Background: an optimization exercise with open tools, aiming at small area, a short achievable clock period and few clock cycles per item. Do not read the settings as production practice. Only simulation tests tie the RTL to the original design; equivalence was not proved.

[run.sh]
#!/bin/bash
# synth_recipe.tcl (not shown) runs the flow's synth.tcl, then flattens the netlist and writes it again
# the make line also repeats each setting of config.mk as NAME=value (left out here)
make -C /OpenROAD-flow-scripts/flow DESIGN_CONFIG=/design/flow/config.mk WORK_HOME=/design/flow/orfs CLKGATE_MAP_FILE= SYNTH_SCRIPT=/design/flow/synth_recipe.tcl finish
[config.mk]
export PLATFORM = sky130hd
export DESIGN_NAME = triangle_tangent_bitangent
export DESIGN_NICKNAME = triangle_tangent_bitangent
export VERILOG_FILES = /design/flow/design.v
export SDC_FILE = /design/flow/constraint.sdc
export NUM_CORES = 4
export LEC_CHECK = 0
export CAP_MARGIN = 20
export CORE_MARGIN = 2
export CORE_UTILIZATION = 40
export SLEW_MARGIN = 20
[constraint.sdc]
create_clock -name core_clock -period 11.0 [get_ports {clk}]
set_input_delay 2.2000 -clock core_clock [delete_from_list [all_inputs] [get_ports {clk}]]
set_output_delay 2.2000 -clock core_clock [all_outputs]
set_load 0.01 [all_outputs]
[design.v]
package ttb_pkg;
    localparam int POS_W_DEF = 32;
    localparam int TEX_W_DEF = 24;
    localparam int OUT_W     = 32;
    localparam int FRAC_SHIFT = 16;
endpackage
module ttb_mul
#(
    parameter int AW = 33,
    parameter int BW = 25,
    parameter int SW = 58
)
(
    input  logic                 clk,
    input  logic                 en,
    input  logic                 clr,
    input  logic signed [AW-1:0] a,
    input  logic signed [BW-1:0] b,
    output logic signed [SW-1:0] acc
);
    always_ff @(posedge clk)
    begin
        if (en)
        begin
            acc <= (clr ? SW'(0) : acc) + SW'(a) * SW'(b);
        end
    end
endmodule
module ttb_div
#(
    parameter int DW = 49,           
    parameter int XW = 32,           
    parameter int K  = 2,
    parameter int CW = 5
)
(
    input  logic          clk,
    input  logic          rst_n,
    input  logic          load,
    input  logic [CW-1:0] cnt_in,
    input  logic [DW-1:0] rem_in,
    input  logic [XW-1:0] x_in,
    input  logic [DW-1:0] den,
    input  logic          take,
    output logic          pend,
    output logic          busy,
    output logic [XW-1:0] x
);
    logic [DW-1:0] rem;
    logic [CW-1:0] cnt;
    logic [DW-1:0] r_n [K+1];
    logic [XW-1:0] x_n [K+1];
    logic [DW:0]   sh  [K];
    logic [DW+1:0] df  [K];
    assign busy = pend && (cnt != '0);
    always_comb
    begin
        r_n[0] = rem;
        x_n[0] = x;
        for (int i = 0; i < K; i++)
        begin
            sh[i] = {r_n[i], x_n[i][XW-1]};
            df[i] = {1'b0, sh[i]} - {2'b00, den};
            if (!df[i][DW+1])
            begin
                r_n[i+1] = df[i][DW-1:0];
                x_n[i+1] = {x_n[i][XW-2:0], 1'b1};
            end
            else
            begin
                r_n[i+1] = sh[i][DW-1:0];
                x_n[i+1] = {x_n[i][XW-2:0], 1'b0};
            end
        end
    end
    always_ff @(posedge clk or negedge rst_n)
    begin
        if (!rst_n)
        begin
            pend <= 1'b0;
        end
        else if (load)
        begin
            pend <= 1'b1;
        end
        else if (take)
        begin
            pend <= 1'b0;
        end
    end
    always_ff @(posedge clk)
    begin
        if (load)
        begin
            rem <= rem_in;
            x   <= x_in;
            cnt <= cnt_in;
        end
        else if (busy)
        begin
            rem <= r_n[K];
            x   <= x_n[K];
            cnt <= cnt - 1'b1;
        end
    end
endmodule
module triangle_tangent_bitangent
#(
    parameter int POSITION_WIDTH = ttb_pkg::POS_W_DEF,
    parameter int TEXCOORD_WIDTH = ttb_pkg::TEX_W_DEF
)
(
    input  logic                             clk,
    input  logic                             rst_n,
    input  logic                             in_valid,
    output logic                             in_ready,
    input  logic signed [POSITION_WIDTH-1:0] pos_x,
    input  logic signed [POSITION_WIDTH-1:0] pos_y,
    input  logic signed [POSITION_WIDTH-1:0] pos_z,
    input  logic signed [TEXCOORD_WIDTH-1:0] tex_u,
    input  logic signed [TEXCOORD_WIDTH-1:0] tex_v,
    output logic                             out_valid,
    input  logic                             out_ready,
    output logic signed [ttb_pkg::OUT_W-1:0] tangent_x,
    output logic signed [ttb_pkg::OUT_W-1:0] tangent_y,
    output logic signed [ttb_pkg::OUT_W-1:0] tangent_z,
    output logic signed [ttb_pkg::OUT_W-1:0] bitangent_x,
    output logic signed [ttb_pkg::OUT_W-1:0] bitangent_y,
    output logic signed [ttb_pkg::OUT_W-1:0] bitangent_z,
    output logic                             degenerate,
    output logic                             saturated
);
    localparam int OUT_W      = ttb_pkg::OUT_W;
    localparam int FRAC_SHIFT = ttb_pkg::FRAC_SHIFT;
    localparam int PW  = POSITION_WIDTH + 1;         
    localparam int TW  = TEXCOORD_WIDTH + 1;         
    localparam int AW  = (PW > TW) ? PW : TW;        
    localparam int SW  = AW + TW;                    
    localparam int NMW = SW - 1;                     
    localparam int DMW = 2 * TW - 1;                 
    localparam int NW  = NMW + FRAC_SHIFT;           
    localparam int K   = 2;                          
    localparam int NC  = (OUT_W + K - 1) / K;        
    localparam int XW  = NC * K;                     
    localparam int RW  = NW - XW;                    
    localparam int CW  = $clog2(NC + 1);
    logic stall;
    logic en;
    assign en = !stall;
    logic [1:0] cnt_reg;
    logic signed [POSITION_WIDTH-1:0] p0_reg [3];
    logic signed [TEXCOORD_WIDTH-1:0] t0_reg [2];
    logic signed [PW-1:0] nd1_reg [3];               
    logic signed [TW-1:0] du1_reg, dv1_reg;
    always_ff @(posedge clk)
    begin
        if (in_valid && in_ready && cnt_reg == 2'd0)
        begin
            p0_reg[0] <= pos_x;
            p0_reg[1] <= pos_y;
            p0_reg[2] <= pos_z;
            t0_reg[0] <= tex_u;
            t0_reg[1] <= tex_v;
        end
        if (in_valid && in_ready && cnt_reg == 2'd1)
        begin
            nd1_reg[0] <= PW'(p0_reg[0]) - PW'(pos_x);
            nd1_reg[1] <= PW'(p0_reg[1]) - PW'(pos_y);
            nd1_reg[2] <= PW'(p0_reg[2]) - PW'(pos_z);
            du1_reg    <= TW'(tex_u) - TW'(t0_reg[0]);
            dv1_reg    <= TW'(tex_v) - TW'(t0_reg[1]);
        end
    end
    logic       mrun_reg;
    logic [3:0] cyc_reg;
    logic       tpar_reg;
    logic       act;
    logic [3:0] s;
    assign act = en && (mrun_reg || (cnt_reg == 2'd2 && in_valid));
    assign s   = mrun_reg ? cyc_reg : 4'd0;
    assign in_ready = (cnt_reg != 2'd2) || (act && s == 4'd13);
    always_ff @(posedge clk or negedge rst_n)
    begin
        if (!rst_n)
        begin
            cnt_reg  <= 2'd0;
            mrun_reg <= 1'b0;
        end
        else
        begin
            if (in_valid && in_ready)
            begin
                cnt_reg <= (cnt_reg == 2'd2) ? 2'd0 : cnt_reg + 2'd1;
            end
            if (act)
            begin
                mrun_reg <= (s != 4'd13);
            end
        end
    end
    always_ff @(posedge clk)
    begin
        if (act)
        begin
            cyc_reg <= s + 4'd1;
            if (s == 4'd0)
            begin
                tpar_reg <= !tpar_reg;
            end
        end
    end
    logic [1:0] comp;
    logic [1:0] ph;
    logic signed [PW-1:0] dp2;
    logic signed [TW-1:0] dt2;
    logic signed [AW-1:0] ma;
    logic signed [TW-1:0] mb;
    assign comp = (s < 4'd6) ? 2'd0 : (s < 4'd10) ? 2'd1 : 2'd2;
    assign ph   = 2'(s - 4'd2);
    always_comb
    begin
        case (comp)
            2'd0:    dp2 = PW'(pos_x) - PW'(p0_reg[0]);
            2'd1:    dp2 = PW'(pos_y) - PW'(p0_reg[1]);
            default: dp2 = PW'(pos_z) - PW'(p0_reg[2]);
        endcase
        if (s == 4'd0 || ph == 2'd0)
            dt2 = TW'(tex_v) - TW'(t0_reg[1]);
        else
            dt2 = TW'(tex_u) - TW'(t0_reg[0]);
        if (s == 4'd0)
        begin
            ma = AW'(du1_reg);
            mb = dt2;
        end
        else if (s == 4'd1)
        begin
            ma = AW'(-dv1_reg);
            mb = dt2;
        end
        else
        begin
            case (ph)
                2'd0:    begin ma = nd1_reg[comp]; mb = dt2;     end
                2'd1:    begin ma = dp2;           mb = dv1_reg; end
                2'd2:    begin ma = dp2;           mb = du1_reg; end
                default: begin ma = nd1_reg[comp]; mb = dt2;     end
            endcase
        end
    end
    logic signed [AW-1:0] ma_reg;
    logic signed [TW-1:0] mb_reg;
    logic                 s1_v;
    logic [3:0]           s1_idx;
    logic                 s1_par;
    logic signed [SW-1:0] acc;
    logic                 s2_v;
    logic [3:0]           s2_idx;
    logic                 s2_par;
    always_ff @(posedge clk or negedge rst_n)
    begin
        if (!rst_n)
        begin
            s1_v <= 1'b0;
            s2_v <= 1'b0;
        end
        else if (en)
        begin
            s1_v <= act;
            s2_v <= s1_v;
        end
    end
    always_ff @(posedge clk)
    begin
        if (en)
        begin
            ma_reg <= ma;
            mb_reg <= mb;
            s1_idx <= s;
            s1_par <= (s == 4'd0) ? !tpar_reg : tpar_reg;
            s2_idx <= s1_idx;
            s2_par <= s1_par;
        end
    end
    ttb_mul #(.AW(AW), .BW(TW), .SW(SW)) u_mul
    (
        .clk (clk),
        .en  (en),
        .clr (!s1_idx[0]),
        .a   (ma_reg),
        .b   (mb_reg),
        .acc (acc)
    );
    logic           fire_a;
    logic [2:0]     ja;
    logic [NMW-1:0] nabs;
    logic           nsign;
    logic           stall_a;
    assign fire_a = s2_v && s2_idx[0];
    assign ja     = s2_idx[3:1];
    assign nsign  = acc[SW-1];
    assign nabs   = nsign ? NMW'(-acc) : NMW'(acc);
    logic [DMW-1:0] dm_reg [2];
    logic [1:0]     dsg_reg;
    logic [1:0]     dz_reg;
    always_ff @(posedge clk)
    begin
        if (en && fire_a && ja == 3'd0)
        begin
            dm_reg[s2_par]  <= DMW'(nabs);
            dsg_reg[s2_par] <= nsign;
            dz_reg[s2_par]  <= (acc == '0);
        end
    end
    logic           l1_v;
    logic [NMW-1:0] l1_nabs;
    logic           l1_sign;
    logic [2:0]     l1_j;
    logic           l1_par;
    always_ff @(posedge clk or negedge rst_n)
    begin
        if (!rst_n)
        begin
            l1_v <= 1'b0;
        end
        else if (en)
        begin
            l1_v <= fire_a && ja != 3'd0;
        end
    end
    always_ff @(posedge clk)
    begin
        if (en)
        begin
            l1_nabs <= nabs;
            l1_sign <= nsign;
            l1_j    <= ja;
            l1_par  <= s2_par;
        end
    end
    logic [2:0]     db;
    logic [DMW-1:0] dsel;
    logic           bneg;
    logic [NW-1:0]  nfull;
    logic [NW:0]    nmd;
    logic           negeff;
    logic [NW-1:0]  nsel;
    logic           bovf;
    logic           bdz;
    logic           stall_b;
    assign db     = l1_j - 3'd1;
    assign dsel   = dm_reg[l1_par];
    assign bdz    = dz_reg[l1_par];
    assign bneg   = l1_sign ^ dsg_reg[l1_par] ^ !db[0];
    assign nfull  = {l1_nabs, {FRAC_SHIFT{1'b0}}};
    assign nmd    = {1'b0, nfull} - (NW+1)'(dsel);
    assign negeff = bneg && !nmd[NW];
    assign nsel   = negeff ? nmd[NW-1:0] : nfull;
    assign bovf   = NW'(nsel[NW-1:OUT_W]) >= NW'(dsel);
    logic [5:0]       pend, busy, take, free, par_d;
    logic [5:0]       neg_d, ovf_d;
    logic             deg5;
    logic [XW-1:0]    xq [6];
    logic [5:0]       full_reg;
    logic [5:0]       sat_reg;
    logic [OUT_W-1:0] res_reg [6];
    logic             deg_reg;
    logic             xfer;
    assign out_valid = &full_reg;
    assign xfer      = out_valid && out_ready;
    for (genvar d = 0; d < 6; d++)
    begin : g_div
        logic load;
        logic sat;
        logic [OUT_W-1:0] cv;
        assign take[d] = pend[d] && !busy[d] && !full_reg[d];
        assign free[d] = !pend[d] || take[d];
        assign load    = en && l1_v && db == 3'(d);
        ttb_div #(.DW(DMW), .XW(XW), .K(K), .CW(CW)) u_div
        (
            .clk    (clk),
            .rst_n  (rst_n),
            .load   (load),
            .cnt_in (bdz ? CW'(0) : CW'(NC)),
            .rem_in (DMW'(nsel[NW-1:XW])),
            .x_in   (bdz ? XW'(0) : nsel[XW-1:0]),
            .den    (dm_reg[par_d[d]]),
            .take   (take[d]),
            .pend   (pend[d]),
            .busy   (busy[d]),
            .x      (xq[d])
        );
        always_ff @(posedge clk)
        begin
            if (load)
            begin
                par_d[d] <= l1_par;
                neg_d[d] <= !bdz && negeff;
                ovf_d[d] <= !bdz && bovf;
            end
        end
        assign sat = ovf_d[d] || xq[d][OUT_W-1];
        assign cv  = sat ? {neg_d[d], {(OUT_W-1){!neg_d[d]}}}
                         : (xq[d][OUT_W-1:0] ^ {OUT_W{neg_d[d]}});
        always_ff @(posedge clk)
        begin
            if (take[d])
            begin
                res_reg[d] <= cv;
                sat_reg[d] <= sat;
            end
        end
    end
    logic load5;
    assign load5 = en && l1_v && db == 3'd5;
    always_ff @(posedge clk)
    begin
        if (load5)
        begin
            deg5 <= bdz;
        end
        if (take[5])
        begin
            deg_reg <= deg5;
        end
    end
    always_ff @(posedge clk or negedge rst_n)
    begin
        if (!rst_n)
        begin
            full_reg <= '0;
        end
        else
        begin
            full_reg <= xfer ? '0 : (full_reg | take);
        end
    end
    logic [5:0] par_hit;
    for (genvar d = 0; d < 6; d++)
    begin : g_hit
        assign par_hit[d] = busy[d] && (par_d[d] == s2_par);
    end
    assign stall_b = l1_v && !free[db];
    assign stall_a = fire_a && ja == 3'd0 && (|par_hit);
    assign stall   = stall_a || stall_b;
    assign tangent_x   = res_reg[0];
    assign bitangent_x = res_reg[1];
    assign tangent_y   = res_reg[2];
    assign bitangent_y = res_reg[3];
    assign tangent_z   = res_reg[4];
    assign bitangent_z = res_reg[5];
    assign degenerate  = deg_reg;
    assign saturated   = |sat_reg;
endmodule
==> flow_summary.yaml, run 1 <==
logic_synthesis:
  async_flop_share: 0.01336
  synth_top_area_frac: 0.2693
  synth.distinct_cells: 98
  avgSynthCellArea_um2: 9.038
  synthesis.nets: 17910
  yosysTopAreaCell: "edfxtp_1"
  synth_edf_count: 1274
  syn_area_mm2: 0.1421
  synth.most_common_cell: "nand2_1"
  yosys-top-cells-count: "nand2_1 (1661), inv_1 (1540), edfxtp_1 (1274)"
  synth_ff_type: "edfxtp_1"
  yosys-top-cells-area: "edfxtp_1 (27%), fa_1 (13%), ha_1 (9.8%)"
  ys_seq_elements: 1347
  ys_seq_area_frac: 0.2802
  yosys_warnings: 16
  synth_cells: 15720
global_routing:
  grt_pass1_vias: 114100
  grt_usage: 0.2668
  busiest_layer: "met2"
  grt_max_degree: 80
  grt_pass1_wl_um: 730800
  grt_use_met3: 0.03943
  antenna_found_initial: 18
  use_met1: 0.3475
  overflow: 0
  gr-usage-met2: 0.4312
setup_path:
  cp.arrival_ps: 10350
  startpoint_type: "flop"
  r2r_cells: 27
  criticalPathCategory: "reg -> reg"
  crit_fanout: 27
  critPathRequiredTime_ps: 11610
  endpoint_kind: "flop"
  cpMaxStageDelayCell: "nor2_1"
  max_stage_delay_ps: 650
sta:
  hold_viol: 0
  fmax_mhz: 102.7
  setup_viol: 0
  setup_tns_ps: 0
  rsz0062_at_grt: "false"
  slew_headroom: 0.1617
  skew_ps: 127.6
  fin_crit_ps: 9741
  tightestPinTransition_ps: 1248
  drv_slew: 0
  fin_crit_sh: 0.8856
clock_network:
  holdBufCountCts: 0
  clkTransAtPathRegs_ps: 70
  ctsResizeCount: 0
  cts_tree: "built"
  h-tree-depth: 4
  root_buffer: "clkbuf_16"
  post_cts_buffers: 0
  insertion_delay_ps: 910
  cts.sinks: 1347
  cts_buffer_depth: 4
  numCtsBuffers: 172
detailed_routing:
  drt-total-wl_um: 489100
  vias_per_cell: 5.669
  drc: 0
  initialDrtViolationCount: 10800
  first_pass_iters: 6
  via_count: 117100
  wire_per_inst_um: 23.69
  ant_nets: 0
place:
  place.gp.congestion: 0.9879
  portBuffers: 343
  place_hpwl_um: 384100
die:
  rows: 218
  die_h_um: 599.9
  design.die.area_mm2: 0.3599
  start_util: 0.4025
  fp.dieW_um: 599.9
  core_area_mm2: 0.3530
  pin_count: 344
cells_and_area:
  fillers: 34400
  area_delta_synth_final_pct: 10.42
  largest_register_ff_count: 294
  multi_input_area_mm2: 0.09403
  final_layout_size_suffix_gt1_frac: 0.05229
  nets: 17970
  seqCellArea_mm2: 0.03982
run_status:
  status: "no timing/DRC/antenna violations"
job:
  cap_violations: 0
min_path:
  hold_depth: 0
  hold_class: "reg -> reg"
-- final timing paths --
check | from | to | slack (ps)
min reg2reg | deg5$_DFFE_PP_ | deg_reg$_DFFE_PP_ | 420
min in group asynchronous | rst_n | full_reg[1]$_DFF_PN0_ | 1470
max in group asynchronous | rst_n | full_reg[0]$_DFF_PN0_ | 8890
max reg2reg | flop | g_div[1].u_div.rem[1]$_DFFE_PP_ | 1260
max | flop | g_div[1].u_div.rem[1]$_DFFE_PP_ | 1260
min | deg5$_DFFE_PP_ | deg_reg$_DFFE_PP_ | 420
-- area by class of cell --
type / instances / area share
diodes: 10 / 0.0001595
clock buffers: 206 / 0.02892
clock inverters: 104 / 0.006732
inverters: 1547 / 0.03707
multi-input cells: 12090 / 0.5994
flip-flops and latches: 1347 / 0.2539
well taps: 4730 / 0.03773
repair buffers: 622 / 0.03612
-- placed cells by master, fill, tap and decap left out, types with 542 or more instances in the layout --
master | Yosys | routed
nor2_1 | 1097 | 1088
mux2i_1 | 545 | 542
xnor2_1 | 801 | 799
o21ai_0 | 843 | 842
nand2_1 | 1661 | 1649
edfxtp_1 | 1274 | 1274
ha_1 | 1110 | 1110
inv_1 | 1540 | 1539
a21oi_1 | 1186 | 1181
fa_1 | 934 | 934
-- through the flow --
| stage | hold slack (ps) | instances | instance area [um2] | setup WS, ps | util |
|---|---|---|---|---|---|
| 2_1_floorplan | 400.3 | 15720 | 142100 | 2426 | - |
| 3_3_place_gp | 400.4 | 20330 | 151100 | 1605 | 0.4281 |
| 3_5_place_dp | 411.0 | 20330 | 151100 | 1626 | 0.4281 |
| 4_1_cts | 424.6 | 20640 | 156700 | 1558 | 0.4440 |
| 5_1_grt | 431.8 | 20640 | 156800 | 760.4 | 0.4444 |
| 6_report | 425.0 | 20650 | 156900 | 1259 | 0.4444 |
-- worst max-delay path, delay by kind of cell (launching register included) --
kind	cells	cell delay, ps
flops	1	470
fa+ha+maj	2	850
mux	4	900
simple gates	3	1320
buf+inv	3	1080
compound gates	15	4720
-- cell families (layout without fill, tap and decap cells) --
group,count (synthesis),in the layout,share of synthesized area
adder cells (fa/ha/maj),2044,2044,0.2294
other,0,10,0
AND/OR/NAND/NOR,4433,4433,0.1453
AO/OA/AOI/OAI,3864,3864,0.1703
flip-flops,1347,1347,0.2802
buffers and inverters,2286,2479,0.06044
XOR/XNOR,1090,1090,0.06720
multiplexers,654,654,0.04712
-- routing by layer --
| layer | vias up | part of all wire |
|---|---|---|
| met5 | - | 0.000043 |
| met4 | 4 | 0.060 |
| met3 | 1016 | 0.070 |
| met2 | 4466 | 0.45 |
| met1 | 56680 | 0.42 |
| li1 | 54900 | - |
Testbench counts, summed over its fixed seeds: cycles 6,662, items 384.
==> run 2, diff against run 1 <==
--- a/config.mk
+++ b/config.mk
@@ -8,4 +8,5 @@
 export CAP_MARGIN = 20
 export CORE_MARGIN = 2
 export CORE_UTILIZATION = 40
+export SETUP_SLACK_MARGIN = 3
 export SLEW_MARGIN = 20
==> run 2 against run 1 <==
The layout now fails its checks (capacitance limit, slew limit). Area after synthesis is the same. Clock-buffer cell count grew 3. Cell count grew 0.54%. First-iteration DRC count shrank 0.35%. Sequential share of layout area shrank 0.41 points. Core utilization grew 0.74 points. Highest routed layer is now met4.
==> flow_summary.yaml, run 2 <==
sta:
  rsz0062_at_grt: "false"
  fmax_mhz: 124.6
  skew_ps: 117.8
  setup_tns_ps: 0
  drv_slew: 4
  setup_viol: 0
  hold_viol: 0
  fin_crit_ps: 8026
  slew_headroom: -0.3360
  fin_crit_sh: 0.7296
  tightestPinTransition_ps: 1978
logic_synthesis:
  async_flop_share: 0.01336
  yosys-top-cells-count: "nand2_1 (1661), inv_1 (1540), edfxtp_1 (1274)"
  yosys_warnings: 16
  syn_area_mm2: 0.1421
  synth_edf_count: 1274
  yosys-top-cells-area: "edfxtp_1 (27%), fa_1 (13%), ha_1 (9.8%)"
  synth_ff_type: "edfxtp_1"
  synth.distinct_cells: 98
  synthMuxAreaShare: 0.04712
  avgSynthCellArea_um2: 9.038
  synth_cells: 15720
  synthSimpleGateAreaFrac: 0.1453
  ys_seq_area_frac: 0.2802
  synth_top_area_frac: 0.2693
  synth.most_common_cell: "nand2_1"
  synthAdderAreaFrac: 0.2294
  synth_xor_area_frac: 0.06720
  synth_top_family_by_area: "adder cells"
  yosysTopAreaCell: "edfxtp_1"
  synth_compound_gate_area_share: 0.1703
  ys_seq_elements: 1347
  synthesis.nets: 17910
global_routing:
  grt_max_degree: 128
  grt_pass1_wl_um: 711800
  grt_pass1_vias: 113200
  grt_usage: 0.2583
  antenna_found_initial: 10
  overflow: 0
cells_and_area:
  layout_commonest_cell: "nand2_1"
  fillers: 34430
  area_delta_synth_final_pct: 12.27
  final_layout_size_suffix_gt1_frac: 0.06906
  largest_register_ff_count: 294
  nets: 18090
  instances_no_fill: 20760
  layout_common_cells: "nand2_1 (1648), inv_1 (1537), edfxtp_1 (1274)"
die:
  design.die.area_mm2: 0.3599
  rows: 218
  die_h_um: 599.9
  start_util: 0.4025
  pin_count: 344
  fp.dieW_um: 599.9
  core_area_mm2: 0.3530
detailed_routing:
  drc: 0
  ant_nets: 0
  vias_per_cell: 5.652
  initialDrtViolationCount: 10760
  drt-total-wl_um: 479500
  wire_per_inst_um: 23.10
  first_pass_iters: 6
  via_count: 117300
setup_path:
  critPathRequiredTime_ps: 11680
  criticalPathCategory: "reg -> reg"
  max_stage_delay_ps: 560
  cpMaxStageDelayCell: "a21oi_1"
  critPathTopFamily: "compound AO/OA/AOI/OAI gates"
  endpoint_kind: "flop"
  crit_fanout: 41
  critPathBufInv: 5
  cp.arrival_ps: 8700
  startpoint_type: "flop"
place:
  dp_cells: 20320
  portBuffers: 343
  place.gp.congestion: 1.004
  place_hpwl_um: 370500
clock_network:
  clkTransAtPathRegs_ps: 60
  cts_tree: "built"
  root_buffer: "clkbuf_16"
  cts.sinks: 1347
  h-tree-depth: 4
  insertion_delay_ps: 930
  holdBufCountCts: 0
  numCtsBuffers: 169
  cts_buffer_depth: 4
run_status:
  status: "finished with violations"
  so_faults: "capacitance limit, slew limit"
job:
  cap_violations: 1
min_path:
  hold_class: "reg -> reg"
==> run 2: cell types whose count changed in the layout (fill, tap and decap cells not counted), sizes merged <==
cell    change
clkbuf      +8
a22o        +1
bufbuf      +2
clkinv     -13
nand2       +2
or3         +1
buf       +104
diode       -7
a211o       +2
inv         +3
bufinv      +4
a221o       +2
o31a        +2
==> run 2: area by class of cell <==
cell class                 instances  area [um2]  area share
timing repair buffer             733        7082     0.04440
inverter                        1547        5819     0.03649
multi-input combinational      12100       95220      0.5970
sequential                      1347       39830      0.2498
clock inverter                    98        1117    0.007006
antenna                            3       7.507  0.00004707
clock buffer                     209        4491     0.02816
tap                             4730        5918     0.03711
==> run 2: path summary, 6_finish.rpt <==
kind,start,to,slack (ps),cells past startpoint
worst max-delay path,flop,ovf_d[0]$_DFFE_PP_,2970,26
worst min-delay path,s1_idx[3]$_DFFE_PN_,s2_idx[3]$_DFFE_PN_,420,0
worst max register to register,flop,ovf_d[0]$_DFFE_PP_,2970,26
worst min register to register,s1_idx[3]$_DFFE_PN_,s2_idx[3]$_DFFE_PN_,420,0
max in group asynchronous,rst_n,s2_v$_DFFE_PN0N_,8920,1
min in group asynchronous,rst_n,g_div[2].u_div.pend$_DFFE_PN0P_,1440,1
==> run 2: metal layers <==
metal	vias to the layer above	GRT usage	share of wire
met3	1000	0.03685	0.072
met2	4527	0.4169	0.45
met5	-	0	0
met4	0	0.1348	0.061
met1	56700	0.3364	0.42
li1	55110	-	-
==> run 2: timing repair <==
action / in CTS / in global routing
gates resized for setup: 136 / 171
cloned: 6 / 10
buffers inserted: 59 / 59
setup endpoints to repair: 321 / 313
pin swaps: 14 / 26
==> run 2: metrics by stage <==
stage	worst slack [ps]	instance area [um2]	hold slack, ps	util
after global placement	978.9	151000	402.8	0.4280
final	2974	159500	416.1	0.4519
after CTS	3001	158000	417.7	0.4477
after floorplan	3039	142100	400.3	-
after global routing	2969	159500	437.8	0.4518
after detailed placement	1173	151100	404.5	0.4281
==> run 2: kinds of logic after synthesis <==
logic type / count (synthesis)
DFF: 1347
buffers and inverters: 2286
muxes: 654
AOI/OAI and AO/OA: 3864
adders and majority gates: 2044
xor gates and xnor gates: 1090
and+or+nand+nor: 4433

[afterwards: timing with drivers on the ports]
In the flow no input, the clock included, has a driving cell. The finished layouts below were timed again as built, in two steps. Step 1 sets driving cells, clkbuf_16 on the clock port and buf_2 on the other inputs (assumed; they add their load-dependent delay and slew). Step 2 moves the port delays by t, midway between the first and last clock arrival at a register: inputs arrive t later, outputs are due t later. That takes back most of the time a late clock gives input paths. Three values: ideal ports, drivers, drivers and shift; two values: the first two.
| run | shift t [ns] | setup slack, ns | hold WS [ns] | worst setup path at the end |
|---|---|---|---|---|
| run 1 | 0.956 | 1.259 / 1.259 / 1.259 | 0.425 / 0.425 / 0.425 | register to register |
| run 2 | 0.970 | 2.974 / 2.974 / 2.974 | 0.416 / 0.416 / 0.416 | register to register |
